Background: an optimization exercise with open tools, aiming at small area and few clock cycles per item. Do not read the settings as production practice. Only simulation tests tie the RTL to the original design; equivalence was not proved.

==> flow/design.v <==
module sha3_padder #(
  parameter int D = 256,
  parameter logic [7:0] SUFFIX = 8'h06,
  localparam int R = 1600 - 2 * D
) (
  input  logic         clk,
  input  logic         reset,
  input  logic [7:0]   in_data,
  input  logic         in_valid,
  input  logic         in_last,
  input  logic         in_empty,
  output logic         in_ready,
  output logic [R-1:0] block,
  output logic         block_valid,
  output logic         block_last,
  input  logic         block_ready
);
  localparam int NB = R / 8;
  localparam int CW = $clog2(NB);
  localparam int NH = (NB + 15) / 16;
  logic [CW-1:0] cnt, cnt_n;
  logic          full, full_n;
  logic          last_r, last_n;
  logic          sfx, sfx_n;
  logic [R-1:0]  buffer;
  logic          xfer, free, take, wr, wr_sfx, at_end;
  logic [7:0]    bus;
  logic [15:0]   dlo;
  logic [NH-1:0] dhi;
  logic [NB-1:0] wsel;
  assign xfer   = full & block_ready;
  assign free   = ~full | block_ready;
  assign take   = free & ~sfx & in_valid;
  assign at_end = (cnt == CW'(NB - 1));
  assign wr_sfx = (free & sfx) | (take & in_last & in_empty);
  assign wr     = wr_sfx | (take & ~(in_last & in_empty));
  assign bus    = wr_sfx ? SUFFIX : in_data;
  assign in_ready    = free & ~sfx & reset;
  assign block_valid = full;
  assign block_last  = last_r;
  always_comb begin
    for (int i = 0; i < 16; i++) dlo[i] = (cnt[3:0] == 4'(i));
    for (int j = 0; j < NH; j++) dhi[j] = wr & reset & (cnt[CW-1:4] == (CW-4)'(j));
    for (int k = 0; k < NB; k++) wsel[k] = dlo[k % 16] & dhi[k / 16];
  end
  always_comb begin
    cnt_n  = cnt;
    full_n = full & ~xfer;
    last_n = last_r;
    sfx_n  = sfx;
    if (free & sfx) begin
      sfx_n  = 1'b0;
      full_n = 1'b1;
      last_n = 1'b1;
      cnt_n  = '0;
    end else if (take) begin
      if (in_last & in_empty) begin
        full_n = 1'b1;
        last_n = 1'b1;
        cnt_n  = '0;
      end else begin
        if (in_last) sfx_n = 1'b1;
        if (at_end) begin
          full_n = 1'b1;
          last_n = 1'b0;
          cnt_n  = '0;
        end else begin
          cnt_n = cnt + CW'(1);
        end
      end
    end
  end
  always_ff @(posedge clk) begin
    if (!reset) begin
      cnt    <= '0;
      full   <= 1'b0;
      last_r <= 1'b0;
      sfx    <= 1'b0;
    end else begin
      cnt    <= cnt_n;
      full   <= full_n;
      last_r <= last_n;
      sfx    <= sfx_n;
    end
  end
  logic keep;
  assign keep = reset & ~xfer;
  always_ff @(posedge clk) begin
    for (int k = 0; k < NB; k++)
      buffer[8*k +: 8] <= ({8{wsel[k]}} & bus) | ({8{keep}} & buffer[8*k +: 8]);
  end
  assign block = {buffer[R-1] | last_r, buffer[R-2:0]};
endmodule
export LEC_CHECK = 0
export CAP_MARGIN = 20
export CORE_MARGIN = 2
export CORE_UTILIZATION = 40
export CTS_BUF_LIST = sky130_fd_sc_hd__clkbuf_8 sky130_fd_sc_hd__clkbuf_16
export CTS_CLUSTER_DIAMETER = 80
export CTS_CLUSTER_SIZE = 32
export PLACE_DENSITY = 0.85
export SLEW_MARGIN = 20
create_clock -name core_clock -period 6.0 [get_ports {clk}]
standard.sh (not shown) runs the stock make flow with config.mk's settings and CLKGATE_MAP_FILE= SYNTH_SCRIPT=/design/flow/synth_recipe.tcl, a recipe that flattens the netlist after the stock synthesis.
==> flow/flow/run.sh <==
#!/bin/bash
# Standard ORFS flow (the standard.sh, unchanged synthesis), with the
# port buffers made from the smallest buffer cell and the synthesized logic
# cells set to their smallest drive before placement (repair_design then
# sizes up whatever needs it).
set -o pipefail
cp standard.sh standard_sh.log
export BUFFER_PORTS_ARGS="-buffer_cell sky130_fd_sc_hd__buf_1"
export POST_FLOORPLAN_TCL="$(pwd)/flow/downsize.tcl"
bash standard.sh > flow_standard.log 2>&1
==> flow/flow/downsize.tcl <==
# Downsize every logic cell to the smallest drive of its family (same function).
set db [ord::get_db]
set block [ord::get_db_block]
set n 0
foreach inst [$block getInsts] {
  set m [[$inst getMaster] getName]
  if {[regexp {^(sky130_fd_sc_hd__[a-z0-9]+)_([0-9]+)$} $m -> base drv]} {
    if {[regexp {^sky130_fd_sc_hd__(df|edf|sdf|dl|clk|buf|tap|fill|decap|conb|diode)} $m]} { continue }
    set best $m
    set barea [[$inst getMaster] getArea]
    foreach d {0 1 2} {
      set cand ${base}_$d
      set cm [$db findMaster $cand]
      if {$cm ne "NULL" && [$cm getArea] < $barea} { set best $cand; set barea [$cm getArea] }
    }
    if {$best ne $m} {
      replace_cell [get_cells [$inst getName]] $best
      incr n
    }
  }
}
puts "downsize: replaced $n cells"
The first run produced a clean layout.
Testbench counts at the start, summed over its fixed seeds: cycles 69,248, bytes 68,856.
Next try:
--- a/flow/flow/run.sh
+++ b/flow/flow/run.sh
@@ -4,3 +4,4 @@
 # cells set to their smallest drive before placement (repair_design then
-# sizes up whatever needs it).
+# sizes up whatever needs it). The fanout buffer trees built during global
+# placement are rebuilt with gain-based buffering after the resize step.
 set -o pipefail
@@ -9,2 +10,3 @@
 export POST_FLOORPLAN_TCL="$(pwd)/flow/downsize.tcl"
+export POST_RESIZE_TCL="$(pwd)/flow/rebuffer.tcl"
 bash standard.sh > flow_standard.log 2>&1
==> flow/flow/rebuffer.tcl (new file) <==
# Rebuild the fanout buffer trees made during timing-driven global placement
# with gain-based buffering. Only buffers that repair_design inserted
# (instances named place*) are removed; port buffers are kept.
set bufs [get_cells -quiet place*]
puts "rebuffer: removing [llength $bufs] placement buffers"
if {[llength $bufs] > 0} { remove_buffers $bufs }
estimate_parasitics -placement
repair_design -verbose -buffer_gain 4.0
Settings changed: CTS_BUF_LIST sky130_fd_sc_hd__clkbuf_8 sky130_fd_sc_hd__clkbuf_16 to sky130_fd_sc_hd__clkbuf_16.
With this change the flow aborted during placement repair (3_4_place_resized).
Synthesized cell count does not change.
Synthesized area does not change.
Next try:
==> flow/run.sh (new file) <==
#!/bin/bash
# synth_recipe.tcl (not shown) runs the flow's synth.tcl, then flattens the netlist and writes it again
# the make line also repeats each setting of config.mk as NAME=value (left out here)
make -C /OpenROAD-flow-scripts/flow DESIGN_CONFIG=/design/flow/config.mk WORK_HOME=/design/flow/orfs CLKGATE_MAP_FILE= SYNTH_SCRIPT=/design/flow/synth_recipe.tcl finish
Settings changed: CTS_BUF_LIST sky130_fd_sc_hd__clkbuf_16 to unset, CTS_CLUSTER_DIAMETER 80 to unset, CTS_CLUSTER_SIZE 32 to unset, PLACE_DENSITY 0.85 to unset.
removed: flow/flow/run.sh
removed: flow/flow/downsize.tcl
removed: flow/flow/rebuffer.tcl
removed: flow/standard.sh
Effect: This time the run finished clean. Synthesized area is unchanged. Synthesized cell count is unchanged.
Next try:
==> flow/flow/run.sh (new file) <==
#!/bin/bash
# Standard ORFS flow (the standard.sh, unchanged synthesis), with the
# port buffers made from the smallest buffer cell, IO pins allowed one track
# apart (so the die can be smaller), and the synthesized logic
# cells set to their smallest drive before placement (repair_design then
# sizes up whatever needs it).
set -o pipefail
cp standard.sh standard_sh.log
export BUFFER_PORTS_ARGS="-buffer_cell sky130_fd_sc_hd__buf_1"
export PLACE_PINS_ARGS="-min_distance 1 -min_distance_in_tracks"
export POST_FLOORPLAN_TCL="$(pwd)/flow/downsize.tcl"
bash standard.sh > flow_standard.log 2>&1
==> flow/flow/downsize.tcl (new file) <==
# Downsize every logic cell to the smallest drive of its family (same function).
set db [ord::get_db]
set block [ord::get_db_block]
set n 0
foreach inst [$block getInsts] {
  set m [[$inst getMaster] getName]
  if {[regexp {^(sky130_fd_sc_hd__[a-z0-9]+)_([0-9]+)$} $m -> base drv]} {
    if {[regexp {^sky130_fd_sc_hd__(df|edf|sdf|dl|clk|buf|tap|fill|decap|conb|diode)} $m]} { continue }
    set best $m
    set barea [[$inst getMaster] getArea]
    foreach d {0 1 2} {
      set cand ${base}_$d
      set cm [$db findMaster $cand]
      if {$cm ne "NULL" && [$cm getArea] < $barea} { set best $cand; set barea [$cm getArea] }
    }
    if {$best ne $m} {
      replace_cell [get_cells [$inst getName]] $best
      incr n
    }
  }
}
puts "downsize: replaced $n cells"
==> flow/standard.sh (new file) <==
#!/bin/bash
# synth_recipe.tcl (not shown) runs the flow's synth.tcl, then flattens the netlist and writes it again
# the make line also repeats each setting of config.mk as NAME=value (left out here)
make -C /OpenROAD-flow-scripts/flow DESIGN_CONFIG=/design/flow/config.mk WORK_HOME=/design/flow/orfs CLKGATE_MAP_FILE= SYNTH_SCRIPT=/design/flow/synth_recipe.tcl "${@:-finish}"
Settings changed: CORE_UTILIZATION 40 to 55, CTS_BUF_LIST set to sky130_fd_sc_hd__clkbuf_8, CTS_CLUSTER_DIAMETER set to 60, CTS_CLUSTER_SIZE set to 16, PLACE_DENSITY set to 0.85.
removed: flow/run.sh
Now the flow died in global routing (5_1_grt).
Synthesized cell count is unchanged.
Area after synthesis stays the same.

-- re-timing with driven ports --
In the flow no input, the clock included, has a driving cell. The finished layouts below were timed again as built, in two steps. Step 1 (the two cells are an assumption about what drives the block):
set clk [get_ports {clk}]
set_driving_cell -lib_cell sky130_fd_sc_hd__clkbuf_16 $clk
set_driving_cell -lib_cell sky130_fd_sc_hd__buf_2 [delete_from_list [all_inputs] $clk]
Step 2, shift: input delay + t, output delay - t, t = (earliest + latest rising clock arrival at the registers) / 2. This alone moves slack from input paths to output paths. a / b / c = ideal ports / drivers / drivers and shift; a / b = the first two.
| run | t (ns) | setup slack, ns | worst setup path after step 2 | clock arrival spread, ns |
|---|---|---|---|---|
| the first run | 0.696 | 2.529 / 2.486 / 2.053 | input to register | 0.050 / 0.050 |
| the third run | 0.759 | 1.787 / 1.722 / 1.521 | input to register | 0.039 / 0.038 |
After both steps every run listed still meets setup and hold. For the first run, which loses most, drivers alone change the setup slack by -0.043 ns; drivers and shift together by -0.476 ns.
